From an optimization exercise on the open Yosys and OpenROAD flow, aimed at small area; shortcuts taken in it are not production practice. Function was not checked in any run shown here: the RTL went through the layout flow alone. Power and IR drop assume default switching activity.

<file path="flow/run.sh">
#!/bin/bash
# synth_recipe.tcl (not shown) runs the flow's synth.tcl, then flattens the netlist and writes it again
# the make line also repeats each setting of config.mk as NAME=value (left out here)
make -C /OpenROAD-flow-scripts/flow DESIGN_CONFIG=/design/flow/config.mk WORK_HOME=/design/flow/orfs CLKGATE_MAP_FILE= SYNTH_SCRIPT=/design/flow/synth_recipe.tcl finish
</file>
<file path="flow/config.mk">
export PLATFORM = sky130hd
export DESIGN_NAME = rob_top
export DESIGN_NICKNAME = rob_top
export VERILOG_FILES = /design/flow/design.v
export SDC_FILE = /design/flow/constraint.sdc
export NUM_CORES = 8
export LEC_CHECK = 0
export CAP_MARGIN = 20
export CORE_MARGIN = 2
export CORE_UTILIZATION = 40
export PLACE_DENSITY = 0.6
export SLEW_MARGIN = 20
</file>
<file path="flow/constraint.sdc">
create_clock -name core_clock -period 7.0 [get_ports {clk}]
set_input_delay 1.4000 -clock core_clock [delete_from_list [all_inputs] [get_ports {clk}]]
set_output_delay 1.4000 -clock core_clock [all_outputs]
set_load 0.01 [all_outputs]
</file>
<file path="flow/design.v">
`timescale 1ns/100ps
package rob_pkg;
    localparam int ROB_DEPTH  = 16;
    localparam int ROB_IDX_W  = 4;
    localparam int ROB_PTR_W  = 5;
    localparam int ARCH_REG_W = 5;
    localparam int PHYS_REG_W = 6;
    localparam int XLEN       = 32;
    localparam int ORDER_W    = 64;
    localparam int DISP_W     = 3*XLEN + 3*ARCH_REG_W + PHYS_REG_W + 1;
    typedef enum logic [6:0] {
        op_lui   = 7'b0110111,
        op_auipc = 7'b0010111,
        op_jal   = 7'b1101111,
        op_jalr  = 7'b1100111,
        op_br    = 7'b1100011,
        op_load  = 7'b0000011,
        op_store = 7'b0100011,
        op_imm   = 7'b0010011,
        op_reg   = 7'b0110011
    } rv_opcode_e;
endpackage
`timescale 1ns/100ps
import rob_pkg::*;
module rob_dispatch_decode (
    input  logic [rob_pkg::XLEN-1:0]       inst,
    input  logic [rob_pkg::XLEN-1:0]       pc_rdata,
    input  logic [rob_pkg::XLEN-1:0]       pc_wdata,
    input  logic [rob_pkg::ARCH_REG_W-1:0] rd_addr,
    input  logic [rob_pkg::ARCH_REG_W-1:0] rs1_addr,
    input  logic [rob_pkg::ARCH_REG_W-1:0] rs2_addr,
    input  logic [rob_pkg::PHYS_REG_W-1:0] pd,
    input  logic                           regf_we,
    output logic [rob_pkg::DISP_W-1:0]     fields
);
    logic [6:0] opcode;
    logic       no_rd;
    logic       no_rs1;
    logic       no_rs2;
    assign opcode = inst[6:0];
    always_comb begin
        no_rd  = 1'b0;
        no_rs1 = 1'b0;
        no_rs2 = 1'b0;
        case (opcode)
            op_store, op_br: no_rd = 1'b1;
            op_lui, op_auipc, op_jal: begin
                no_rs1 = 1'b1;
                no_rs2 = 1'b1;
            end
            op_imm, op_load, op_jalr: no_rs2 = 1'b1;
            default: ;
        endcase
    end
    assign fields = {inst, pc_rdata, pc_wdata,
                     no_rd  ? 5'd0 : rd_addr,
                     no_rs1 ? 5'd0 : rs1_addr,
                     no_rs2 ? 5'd0 : rs2_addr,
                     pd, regf_we};
endmodule
`timescale 1ns/100ps
import rob_pkg::*;
module rob_ptr_ctrl (
    input  logic    clk,
    input  logic    rst,
    input  logic    dispatch_valid,
    output logic    dispatch_ready,
    input  logic    retire,
    input  logic    flush,
    output logic    alloc,
    output logic    empty,
    output logic [rob_pkg::ROB_IDX_W-1:0] alloc_idx,
    output logic [rob_pkg::ROB_IDX_W-1:0] head_idx
);
    logic [ROB_PTR_W-1:0] head;
    logic [ROB_PTR_W-1:0] tail;
    logic [ROB_PTR_W-1:0] head_next;
    logic                 full;
    assign full  = (head[ROB_IDX_W-1:0] == tail[ROB_IDX_W-1:0])
                && (head[ROB_IDX_W] != tail[ROB_IDX_W]);
    assign empty = (head == tail);
    assign dispatch_ready = !full && !flush;
    assign alloc     = dispatch_valid && dispatch_ready;
    assign alloc_idx = tail[ROB_IDX_W-1:0];
    assign head_idx  = head[ROB_IDX_W-1:0];
    assign head_next = head + ROB_PTR_W'(retire);
    always_ff @(posedge clk) begin
        if (rst) begin
            head <= '0;
            tail <= '0;
        end else begin
            head <= head_next;
            if (flush) begin
                tail <= head_next;
            end else if (alloc) begin
                tail <= tail + 1'b1;
            end
        end
    end
endmodule
`timescale 1ns/100ps
import rob_pkg::*;
module rob_entry_store (
    input  logic                clk,
    input  logic                rst,
    input  logic [rob_pkg::DISP_W-1:0]    new_fields,
    input  logic                alu_valid,
    input  logic [rob_pkg::ROB_IDX_W-1:0] alu_idx,
    input  logic [rob_pkg::XLEN-1:0]      alu_rd_wdata,
    input  logic                mem_valid,
    input  logic [rob_pkg::ROB_IDX_W-1:0] mem_idx,
    input  logic [rob_pkg::XLEN-1:0]      mem_rd_wdata,
    input  logic                br_valid,
    input  logic [rob_pkg::ROB_IDX_W-1:0] br_idx,
    input  logic [rob_pkg::XLEN-1:0]      br_rd_wdata,
    input  logic                alloc,
    input  logic [rob_pkg::ROB_IDX_W-1:0] alloc_idx,
    input  logic [rob_pkg::ROB_IDX_W-1:0] head_idx,
    output logic [rob_pkg::DISP_W-1:0]    head_fields,
    output logic [rob_pkg::XLEN-1:0]      head_result,
    output logic                          head_done
);
    logic [ROB_DEPTH-1:0][DISP_W-1:0] fields;
    logic [ROB_DEPTH-1:0][XLEN-1:0]   result_n;
    logic [ROB_DEPTH-1:0]             done;
    logic [ROB_DEPTH-1:0]             head_sel;
    logic [ROB_DEPTH-1:0]             alloc_sel;
    logic [ROB_DEPTH-1:0]             alu_sel;
    logic [ROB_DEPTH-1:0]             mem_sel;
    logic [ROB_DEPTH-1:0]             br_sel;
    logic [ROB_DEPTH-1:0]             comp_sel;
    always_comb begin
        for (int i = 0; i < ROB_DEPTH; i++) begin
            alloc_sel[i] = alloc && alloc_idx == ROB_IDX_W'(i);
            alu_sel[i]   = alu_valid && alu_idx == ROB_IDX_W'(i);
            mem_sel[i]   = mem_valid && mem_idx == ROB_IDX_W'(i);
            br_sel[i]    = br_valid && br_idx == ROB_IDX_W'(i);
            head_sel[i]  = head_idx == ROB_IDX_W'(i);
        end
    end
    assign comp_sel = alu_sel | mem_sel | br_sel;
    always_ff @(posedge clk) begin
        for (int i = 0; i < ROB_DEPTH; i++) begin
            if (alloc_sel[i]) begin
                fields[i] <= new_fields;
            end
            if (comp_sel[i]) begin
                result_n[i] <= ~(({XLEN{alu_sel[i]}} & alu_rd_wdata)
                               | ({XLEN{mem_sel[i]}} & mem_rd_wdata)
                               | ({XLEN{br_sel[i]}}  & br_rd_wdata));
            end
        end
    end
    always_ff @(posedge clk) begin
        if (rst) begin
            done <= '0;
        end else begin
            done <= comp_sel | (done & ~alloc_sel);
        end
    end
    always_comb begin
        head_fields = '0;
        head_result = '0;
        head_done   = 1'b0;
        for (int i = 0; i < ROB_DEPTH; i++) begin
            head_fields = head_fields | ({DISP_W{head_sel[i]}} & fields[i]);
            head_result = head_result | ({XLEN{head_sel[i]}} & ~result_n[i]);
            head_done   = head_done   | (head_sel[i] & done[i]);
        end
    end
endmodule
`timescale 1ns/100ps
import rob_pkg::*;
module rob_commit (
    input  logic                           clk,
    input  logic                           rst,
    input  logic                           empty,
    input  logic [rob_pkg::ROB_IDX_W-1:0]  head_idx,
    input  logic [rob_pkg::DISP_W-1:0]     head_fields,
    input  logic [rob_pkg::XLEN-1:0]       head_result,
    input  logic                           head_done,
    input  logic                           br_valid,
    input  logic [rob_pkg::ROB_IDX_W-1:0]  br_idx,
    input  logic                           br_taken,
    input  logic [rob_pkg::XLEN-1:0]       br_target,
    output logic                           retire,
    output logic                           flush,
    output logic                           commit_valid,
    output logic [rob_pkg::ORDER_W-1:0]    commit_order,
    output logic [rob_pkg::XLEN-1:0]       commit_inst,
    output logic [rob_pkg::XLEN-1:0]       commit_pc_rdata,
    output logic [rob_pkg::XLEN-1:0]       commit_pc_wdata,
    output logic [rob_pkg::ARCH_REG_W-1:0] commit_rd_addr,
    output logic [rob_pkg::ARCH_REG_W-1:0] commit_rs1_addr,
    output logic [rob_pkg::ARCH_REG_W-1:0] commit_rs2_addr,
    output logic [rob_pkg::PHYS_REG_W-1:0] commit_pd,
    output logic                           commit_regf_we,
    output logic [rob_pkg::XLEN-1:0]       commit_rd_wdata,
    output logic                           redirect_valid,
    output logic [rob_pkg::XLEN-1:0]       redirect_addr
);
    logic [ORDER_W-1:0] order_q;
    logic                 tk_valid;
    logic [ROB_IDX_W-1:0] tk_idx;
    logic [XLEN-1:0]      tk_addr;
    logic                 tk_older;
    logic [XLEN-1:0]      pc_wdata;
    assign retire = !empty && head_done;
    assign flush  = retire && tk_valid && (tk_idx == head_idx);
    assign tk_older = ROB_IDX_W'(br_idx - head_idx) < ROB_IDX_W'(tk_idx - head_idx);
    always_ff @(posedge clk) begin
        if (rst) begin
            tk_valid <= 1'b0;
        end else if (flush) begin
            tk_valid <= 1'b0;
        end else if (br_valid && br_taken && (!tk_valid || tk_older)) begin
            tk_valid <= 1'b1;
        end
    end
    always_ff @(posedge clk) begin
        if (!flush && br_valid && br_taken && (!tk_valid || tk_older)) begin
            tk_idx  <= br_idx;
            tk_addr <= br_target;
        end
    end
    assign {commit_inst, commit_pc_rdata, pc_wdata,
            commit_rd_addr, commit_rs1_addr, commit_rs2_addr,
            commit_pd, commit_regf_we} = head_fields;
    assign commit_valid    = retire;
    assign commit_order    = order_q;
    assign commit_pc_wdata = flush ? tk_addr : pc_wdata;
    assign commit_rd_wdata = head_result;
    assign redirect_valid = flush;
    assign redirect_addr  = tk_addr;
    always_ff @(posedge clk) begin
        if (rst) begin
            order_q <= '0;
        end else if (retire) begin
            order_q <= order_q + 1'b1;
        end
    end
endmodule
`timescale 1ns/100ps
import rob_pkg::*;
module rob_top (
    input  logic                           clk,
    input  logic                           rst,
    input  logic                           dispatch_valid,
    input  logic [rob_pkg::XLEN-1:0]       dispatch_inst,
    input  logic [rob_pkg::XLEN-1:0]       dispatch_pc_rdata,
    input  logic [rob_pkg::XLEN-1:0]       dispatch_pc_wdata,
    input  logic [rob_pkg::ARCH_REG_W-1:0] dispatch_rd_addr,
    input  logic [rob_pkg::ARCH_REG_W-1:0] dispatch_rs1_addr,
    input  logic [rob_pkg::ARCH_REG_W-1:0] dispatch_rs2_addr,
    input  logic [rob_pkg::PHYS_REG_W-1:0] dispatch_pd,
    input  logic                           dispatch_regf_we,
    output logic                           dispatch_ready,
    output logic [rob_pkg::ROB_IDX_W-1:0]  dispatch_idx,
    input  logic                           alu_valid,
    input  logic [rob_pkg::ROB_IDX_W-1:0]  alu_idx,
    input  logic [rob_pkg::XLEN-1:0]       alu_rd_wdata,
    input  logic                           mem_valid,
    input  logic [rob_pkg::ROB_IDX_W-1:0]  mem_idx,
    input  logic [rob_pkg::XLEN-1:0]       mem_rd_wdata,
    input  logic                           br_valid,
    input  logic [rob_pkg::ROB_IDX_W-1:0]  br_idx,
    input  logic [rob_pkg::XLEN-1:0]       br_rd_wdata,
    input  logic                           br_taken,
    input  logic [rob_pkg::XLEN-1:0]       br_target,
    output logic                           commit_valid,
    output logic [rob_pkg::ORDER_W-1:0]    commit_order,
    output logic [rob_pkg::XLEN-1:0]       commit_inst,
    output logic [rob_pkg::XLEN-1:0]       commit_pc_rdata,
    output logic [rob_pkg::XLEN-1:0]       commit_pc_wdata,
    output logic [rob_pkg::ARCH_REG_W-1:0] commit_rd_addr,
    output logic [rob_pkg::ARCH_REG_W-1:0] commit_rs1_addr,
    output logic [rob_pkg::ARCH_REG_W-1:0] commit_rs2_addr,
    output logic [rob_pkg::PHYS_REG_W-1:0] commit_pd,
    output logic                           commit_regf_we,
    output logic [rob_pkg::XLEN-1:0]       commit_rd_wdata,
    output logic                           redirect_valid,
    output logic [rob_pkg::XLEN-1:0]       redirect_addr
);
    logic [DISP_W-1:0]    new_fields;
    logic [DISP_W-1:0]    head_fields;
    logic [XLEN-1:0]      head_result;
    logic                 head_done;
    logic                 alloc;
    logic                 empty;
    logic [ROB_IDX_W-1:0] alloc_idx;
    logic [ROB_IDX_W-1:0] head_idx;
    logic                 retire;
    logic                 flush;
    assign dispatch_idx = alloc_idx;
    rob_dispatch_decode u_decode (
        .inst     (dispatch_inst),
        .pc_rdata (dispatch_pc_rdata),
        .pc_wdata (dispatch_pc_wdata),
        .rd_addr  (dispatch_rd_addr),
        .rs1_addr (dispatch_rs1_addr),
        .rs2_addr (dispatch_rs2_addr),
        .pd       (dispatch_pd),
        .regf_we  (dispatch_regf_we),
        .fields   (new_fields)
    );
    rob_ptr_ctrl u_ptr_ctrl (
        .clk            (clk),
        .rst            (rst),
        .dispatch_valid (dispatch_valid),
        .dispatch_ready (dispatch_ready),
        .retire         (retire),
        .flush          (flush),
        .alloc          (alloc),
        .empty          (empty),
        .alloc_idx      (alloc_idx),
        .head_idx       (head_idx)
    );
    rob_entry_store u_entry_store (
        .clk           (clk),
        .rst           (rst),
        .new_fields    (new_fields),
        .alu_valid     (alu_valid),
        .alu_idx       (alu_idx),
        .alu_rd_wdata  (alu_rd_wdata),
        .mem_valid     (mem_valid),
        .mem_idx       (mem_idx),
        .mem_rd_wdata  (mem_rd_wdata),
        .br_valid      (br_valid),
        .br_idx        (br_idx),
        .br_rd_wdata   (br_rd_wdata),
        .alloc         (alloc),
        .alloc_idx     (alloc_idx),
        .head_idx      (head_idx),
        .head_fields   (head_fields),
        .head_result   (head_result),
        .head_done     (head_done)
    );
    rob_commit u_commit (
        .clk             (clk),
        .rst             (rst),
        .empty           (empty),
        .head_idx        (head_idx),
        .head_fields     (head_fields),
        .head_result     (head_result),
        .head_done       (head_done),
        .br_valid        (br_valid),
        .br_idx          (br_idx),
        .br_taken        (br_taken),
        .br_target       (br_target),
        .retire          (retire),
        .flush           (flush),
        .commit_valid    (commit_valid),
        .commit_order    (commit_order),
        .commit_inst     (commit_inst),
        .commit_pc_rdata (commit_pc_rdata),
        .commit_pc_wdata (commit_pc_wdata),
        .commit_rd_addr  (commit_rd_addr),
        .commit_rs1_addr (commit_rs1_addr),
        .commit_rs2_addr (commit_rs2_addr),
        .commit_pd       (commit_pd),
        .commit_regf_we  (commit_regf_we),
        .commit_rd_wdata (commit_rd_wdata),
        .redirect_valid  (redirect_valid),
        .redirect_addr   (redirect_addr)
    );
endmodule
</file>
==> results of run 1 <==
timing repair:
item	CTS	global route
hold buffers	0	0
resized for setup	2	0
setup endpoints to repair	1	0
final timing paths:
path | startpoint | end | slack, ns | cells after the start
min | u_commit.order_q[54] | u_commit.order_q[54] | 0.48 | 2
min reg2reg | u_commit.order_q[54] | u_commit.order_q[54] | 0.48 | 2
max | u_ptr_ctrl.head[3] | commit_pc_wdata[5] | 0.18 | 9
max reg2reg | u_ptr_ctrl.head[3] | u_entry_store.fields[329] | 1.31 | 12
cell usage in the layout (no fill, tap or decap), types with 63 or more instances in the layout:
cell / count
a22o_1: 625
mux2i_1: 68
buf_4: 211
nor3_1: 63
o21ai_0: 81
nor2_1: 117
o22ai_1: 217
a21oi_1: 623
a22oi_1: 482
a222oi_1: 107
nand4_1: 107
dfxtp_1: 87
nand3_1: 84
clkbuf_16: 291
edfxtp_1: 2436
a221oi_1: 107
clkdlybuf4s50_1: 516
nand2_1: 163
cell type report:
type	count	area, um^2
sequential	2527	75000
inverter	38	143
tap	3348	4190
antenna	38	95.1
clock inverter	138	1080
fill	21400	132000
timing repair buffer	755	7320
multi-input combinational	3460	24300
clock buffer	347	7510
metal layers:
layer | up-vias | GRT usage (%) | part of all wire (%)
li1 | 28400 | - | -
met1 | 35600 | 37.5 | 36
met2 | 5479 | 43.9 | 45
met3 | 1121 | 8.88 | 13
met4 | 88 | 13.9 | 5.2
met5 | - | 0.241 | 0.15
power by group through the flow:
stage	Clock [mW]	Combinational (mW)	Sequential [mW]
2_1_floorplan	0	0.662	17.3
3_3_place_gp	0	1.58	17.3
3_5_place_dp	0	1.60	17.3
4_1_cts	14.2	1.61	17.0
5_1_grt	14.8	1.70	17.0
6_report	14.1	1.65	17.0
state kept, by name, summed over array words and instances (netlist names):
signal	cells
u_commit.tk_idx	4
u_ptr_ctrl.head	5
u_commit.tk_valid	1
u_entry_store.done	16
u_commit.order_q	64
u_commit.tk_addr	32
u_entry_store.result_n	512
u_ptr_ctrl.tail	5
u_entry_store.fields	1888
critical path, cell delays in order (launching register included):
cell	delay, ns
dfxtp_4	0.76
and3b_1	0.48
a221oi_2	0.53
a211oi_1	0.15
buf_4	0.19
o21ai_4	0.14
buf_4	0.64
nor3_2	0.25
a31oi_2	0.57
clkdlybuf4s50_1	0.66
metrics by stage:
stage	util (%)	hold WS, ns	power (mW)	worst slack, ns
finish	47.6	0.480	32.7	0.183
global route	47.5	0.511	33.5	0.155
CTS	47.5	0.483	32.8	0.156
detailed placement	44.1	0.472	18.9	0.760
global placement	44.1	0.469	18.9	0.741
floorplan	-	0.463	18.0	-1.04
kinds of logic (layout without fill, tap and decap cells):
| family | count (synthesis) | after routing |
|---|---|---|
| other | 0 | 38 |
| multiplexers | 102 | 102 |
| flip-flops | 2527 | 2527 |
| adder cells (fa/ha/maj) | 18 | 18 |
| AO/OA/AOI/OAI | 2449 | 2449 |
| buffers and inverters | 694 | 1278 |
| AND/OR/NAND/NOR | 862 | 862 |
| XOR/XNOR | 29 | 29 |
==> flow_summary.json, run 1 <==
{
  "status": "failed layout checks",
  "violations": "antenna rules",
  "core_area_um2": 252000,
  "grt_pass1_vias": 67300,
  "synth_top_area_share_pct": 72.1,
  "synth_top_family_by_area": "compound AO/OA/AOI/OAI gates",
  "fmax_ghz": 0.147,
  "drc": 0,
  "post-route-cell-area_um2": 120000,
  "syn_nets": 6964,
  "fin_crit_ns": 6.82,
  "grt_pass1_wl_um": 527000,
  "die_w_um": 508,
  "ir_drop_v": 0.000308,
  "worstSetupPathType": "reg -> out",
  "clkLatencyLatePin_ns": 0.96,
  "layout-drive-gt1-share_pct": 10.9,
  "cts_tree": "yes",
  "ys_seq_area_share_pct": 73.9,
  "nets": 7349,
  "fin_cells": 10700,
  "drtAntennaViolNets": 1,
  "dr.first_iter.drc_count": 12500,
  "clkPwrFrac_pct": 43.0,
  "clk_pin_slew_ns": 0.06,
  "critPathLaunchType": "flip-flop",
  "die_area_um2": 258000,
  "clockBufferDepth": 4,
  "groute.usage.overall_pct": 28.8,
  "rsz0062_at_grt": "no",
  "synthTopCellsByCount": "edfxtp_1, a22o_1, a21oi_1",
  "slew_headroom_pct": 21.3,
  "yosysTopAreaCell": "edfxtp_1",
  "max-cap-violations": 0,
  "p_seq_share_pct": 52.0,
  "max_slew.worst_pin.slew_ns": 1.18,
  "hp-class": "reg -> reg",
  "synthCells": 6681,
  "area_growth_pct": 18.0,
  "p_sw_share_pct": 21.8,
  "intPower_mw": 25.6,
  "postCtsSetupBuffers": 0,
  "dp_hpwl_um": 212000,
  "yosys_most_used_dff": "edfxtp_1",
  "drt-pass1-iter-count": 9,
  "core.rowCount": 184,
  "period_share_pct": 97.4,
  "p_per_area_nw_per_um2": 273,
  "synthMuxAreaShare_pct": 1.06,
  "gp_congestion": 0.874,
  "grt-ovfl-total": 0,
  "synth.cell_area_um2": 101000,
  "comb_power_share_pct": 5.0,
  "finClkSkew_ns": 0.0789,
  "ys_types": 77,
  "port_buffers": 517,
  "viasPerCell": 6.64,
  "placed_cells": 10100,
  "ios": 518,
  "yosys_warnings": 4,
  "cts_buffers": 284,
  "postRouteWirelength_um": 382000,
  "synth.most_common_cell": "edfxtp_1",
  "synth_compound_area_share_pct": 17.5,
  "cp-end-kind": "output pin",
  "clock_sinks": 2527,
  "net-switching-power_mw": 7.13,
  "synth_area_leaders": "edfxtp_1, a22o_1, a22oi_1, a21oi_1, clkbuf_1",
  "synth_edf_count": 2436,
  "die_h_um": 508,
  "avgSynthCellArea_um2": 15.2,
  "maxSlewViolCount": 0,
  "worstPathMaxFanout": 48,
  "async_flop_share_pct": 0,
  "post_dp_cell_area_um2": 111000,
  "root_buffer": "clkbuf_16",
  "grt_max_degree": 119,
  "synth_adder_area_share_pct": 0.237,
  "setup_violations": 0,
  "fin_setup_tns_ns": 0,
  "dr_total_vias": 70700,
  "antenna_found_initial": 84,
  "h-tree-depth": 5,
  "critPathRequiredTime_ns": 5.60,
  "yosys.area_share.simple_pct": 4.38,
  "cp_data_arrival_time_ns": 5.42,
  "final-hold-violation-count": 0,
  "ys_ff_latch": 2527,
  "wire_per_inst_um": 35.9,
  "synthXorXnorAreaFrac_pct": 0.250,
  "start_util_pct": 40.3,
  "leakagePower_nw": 38.0
}
==> inputs of run 2 (changes only) <==
--- a/flow/config.mk
+++ b/flow/config.mk
@@ -8,5 +8,6 @@
 export CAP_MARGIN = 20
 export CORE_MARGIN = 2
-export CORE_UTILIZATION = 40
-export PLACE_DENSITY = 0.6
+export CORE_UTILIZATION = 65
+export CTS_BUF_LIST = sky130_fd_sc_hd__clkbuf_8
+export PLACE_DENSITY = 0.75
 export SLEW_MARGIN = 20
==> run 2 against run 1 <==
  * Fails layout checks on setup timing
  * Combinational power down 2%
  * Sequential share of layout area up 1.9 points
  * Die area shrank 38%
  * Clock-buffer cell count rose by 59
  * Global-route usage rose by 16 points
  * Register-to-register slack improved by 0.05 ns
  * Sequential power hardly changed
  * Clock power down 22%
  * Non-clock buffer count fell by 2
  * Worst hold slack improved by 0.0085 ns
==> flow_summary.json, run 2 <==
{
  "worstSetupPathType": "reg -> out",
  "placed_cells": 8820,
  "fin_cells": 9536,
  "async_flop_share_pct": 0,
  "groute.usage.overall_pct": 44.5,
  "synthCells": 6681,
  "fmax_ghz": 0.140,
  "ys_types": 77,
  "dp_hpwl_um": 193000,
  "cp-end-kind": "output pin",
  "yosysTopAreaCell": "edfxtp_1",
  "power_mw": 29.6,
  "critPathRequiredTime_ns": 5.60,
  "drc": 0,
  "met1_usage_pct": 56.3,
  "timing.rr.end": "u_entry_store.fields[1100]",
  "worst_r2r_path_depth": 12,
  "clockBufferDepth": 4,
  "synth_edf_count": 2436,
  "die_area_um2": 159000,
  "grt_pass1_vias": 71000,
  "pre_cts_slack_ns": 1.09,
  "r2r_slack_ns": 1.36,
  "die_h_um": 399,
  "nets": 7461,
  "grt_max_degree": 119,
  "ios": 518,
  "slew_headroom_pct": 12.7,
  "synth.cell_area_um2": 101000,
  "layout-drive-gt1-share_pct": 11.5,
  "maxSlewViolCount": 0,
  "path_cells": "and2_1 -> nand2_1 -> buf_4 -> o22ai_1 -> a211oi_1 -> o211ai_1 -> clkdlybuf4s50_1",
  "slowest_stage": "nand2_1",
  "port_buffers": 517,
  "fillers": 9290,
  "violations": "setup timing",
  "root_buffer": "clkbuf_8",
  "holdBufCountCts": 0,
  "cp_data_arrival_time_ns": 5.74,
  "antenna_found_initial": 65,
  "avgSynthCellArea_um2": 15.2,
  "max-cap-violations": 0,
  "dr.first_iter.drc_count": 16700,
  "grt_pass1_wl_um": 500000,
  "cts_tree": "yes",
  "h-tree-depth": 5,
  "postRouteWirelength_um": 359000,
  "holdCritStartpoint": "u_commit.order_q[54]",
  "p_per_area_nw_per_um2": 255,
  "synthTopCellsByCount": "edfxtp_1, a22o_1, a21oi_1",
  "rsz0062_at_grt": "no",
  "layout_commonest_cell": "edfxtp_1",
  "grt-ovfl-total": 0,
  "ys_seq_area_share_pct": 73.9,
  "core.rowCount": 144,
  "top_regs": "u_entry_store.fields (1888), u_entry_store.result_n (512), u_commit.order_q (64)",
  "worstPathMaxFanout": 41,
  "synth_top_area_share_pct": 72.1,
  "critPathBufInv": 2,
  "yosys_most_used_dff": "edfxtp_1",
  "dr_total_vias": 74000,
  "viasPerCell": 7.76,
  "yosys_warnings": 4,
  "layout_common_cells": "edfxtp_1, a22o_1, a21oi_1",
  "synth.most_common_cell": "edfxtp_1",
  "fin_crit_ns": 7.14,
  "start_util_pct": 65.6,
  "holdPathStages": 2,
  "hold-path-endpoint": "u_commit.order_q[54]",
  "grt_util_met2_pct": 64.0,
  "synth_area_leaders": "edfxtp_1, a22o_1, a22oi_1, a21oi_1, clkbuf_1",
  "status": "failed layout checks",
  "postCtsSetupBuffers": 0,
  "drtAntennaViolNets": 0,
  "setup_violations": 1,
  "largest_reg_flops": 1888,
  "leakagePower_nw": 37.7,
  "busiest_layer": "met2",
  "setup_slack_ns": -0.143,
  "r2r-start": "u_ptr_ctrl.head[1]",
  "post-route-cell-area_um2": 116000,
  "clkLatencyLatePin_ns": 1.11,
  "post_dp_cell_area_um2": 109000,
  "ys_ff_latch": 2527,
  "cp_slowest_stage_delay_ns": 0.94,
  "regMostFlops": "u_entry_store.fields",
  "cts_buffers": 398,
  "syn_nets": 6964,
  "final-hold-violation-count": 0,
  "hp-class": "reg -> reg",
  "gp_congestion": 0.963,
  "path_delay_family": "simple AND/OR/NAND/NOR gates",
  "gr-usage-met3_pct": 19.2,
  "finClkSkew_ns": 0.0651,
  "area_growth_pct": 14.5,
  "clock_sinks": 2527,
  "wire_per_inst_um": 37.7,
  "critPathLaunchType": "flip-flop",
  "max_slew.worst_pin.slew_ns": 1.31,
  "drt-pass1-iter-count": 14,
  "clk_pin_slew_ns": 0.06,
  "period_share_pct": 102,
  "die_w_um": 399,
  "ir_drop_v": 0.000244,
  "core_area_um2": 155000
}
run 2: cell types whose count changed in the layout (fill, tap and decap cells not counted), sizes merged, moves of 3 or more:
cell	change
buf	-3
bufinv	-13
clkbuf	+60
diode	+4
inv	+129
clkinv	+14
run 2: final cells by class:
class                           count  area [um^2]  area share [%]
Tap cell                         2044         2560            2.20
Clock inverter                    266         1110           0.954
Timing Repair Buffer              753         7340            6.33
Antenna cell                       42          105          0.0905
Multi-Input combinational cell   3460        24300            20.9
Inverter                           38          143           0.123
Sequential cell                  2527        75000            64.6
Clock buffer                      406         5590            4.81
run 2: worst max path at each step:
stage	start	endpoint	slack [ns]	cells past startpoint
floorplan	u_ptr_ctrl.head[2]	u_entry_store.fields[1000]	-1.04	14
global placement	u_ptr_ctrl.head[2]	commit_pc_wdata[25]	1.13	11
detailed placement	u_ptr_ctrl.head[2]	commit_pc_wdata[25]	1.09	11
CTS	u_ptr_ctrl.head[0]	commit_pc_wdata[25]	0.04	11
global route	u_ptr_ctrl.head[0]	commit_pc_rdata[27]	0.005	8
finish	u_ptr_ctrl.head[1]	commit_rd_wdata[11]	-0.14	7
run 2: layer usage:
metal	wire length, um	vias up
met5	476	-
met4	26000	60
met3	64400	1904
met2	154000	7789
met1	114000	35700
li1	-	28600
run 2: power by group:
group / switching, mW / internal [mW]
sequential: 0.0950 / 16.9
combinational: 1.07 / 0.535
clock: 5.62 / 5.39
total: 6.79 / 22.8
run 2: kinds of logic (layout without fill, tap and decap cells):
kind of cell | after synthesis | in the layout | share of synthesized area, %
flip-flops | 2527 | 2527 | 73.9
AO/OA/AOI/OAI | 2449 | 2449 | 17.5
AND/OR/NAND/NOR | 862 | 862 | 4.38
buffers and inverters | 694 | 1463 | 2.66
multiplexers | 102 | 102 | 1.06
XOR/XNOR | 29 | 29 | 0.250
adder cells (fa/ha/maj) | 18 | 18 | 0.237
other | 0 | 42 | 0
run 2: timing repair:
action                                  4_1_cts  5_1_grt
pin swaps                                     0        1
endpoints found under the setup margin        5        6
cloned                                        0        0
gates resized for setup                       1        1
hold endpoints to repair                      0        0
run 2: worst reg2reg max path, stage by stage (launching register included):
cell	delay (ns)
dfxtp_4	0.86
nand2_1	0.67
a221oi_1	0.47
a211oi_1	0.18
buf_4	0.20
o21ai_4	0.14
inv_2	0.06
nand2_2	0.39
buf_4	0.39
inv_2	0.24
buf_4	0.32
nor3_4	0.92
buf_4	0.44
run 2: per-stage QoR:
step / hold slack, ns / setup TNS (ns) / utilization [%]
2_1_floorplan: 0.463 / -1422.61 / -
3_3_place_gp: 0.472 / 0 / 70.7
3_5_place_dp: 0.483 / 0 / 70.7
4_1_cts: 0.490 / 0 / 75.0
5_1_grt: 0.509 / 0 / 75.1
6_report: 0.488 / -0.143 / 75.1

## afterwards: timing with drivers on the ports
In the flow no input, the clock included, has a driving cell. The finished layouts below were timed again as built, in two steps.
Step 1 assumes that a clkbuf_16 drives the clock port and a buf_2 every other input.
Step 2 moves the port delays by t, midway between the first and last clock arrival at a register: inputs arrive t later, outputs are due t later. That takes back most of the time a late clock gives input paths.
Three values: ideal ports, drivers, drivers and shift; two values: the first two.
run	t (ns)	setup slack, ns	worst setup path after step 2
run 1	1.018	0.183 / 0.098 / 1.116	register to output
run 2	1.158	-0.143 / -0.232 / 0.926	register to output
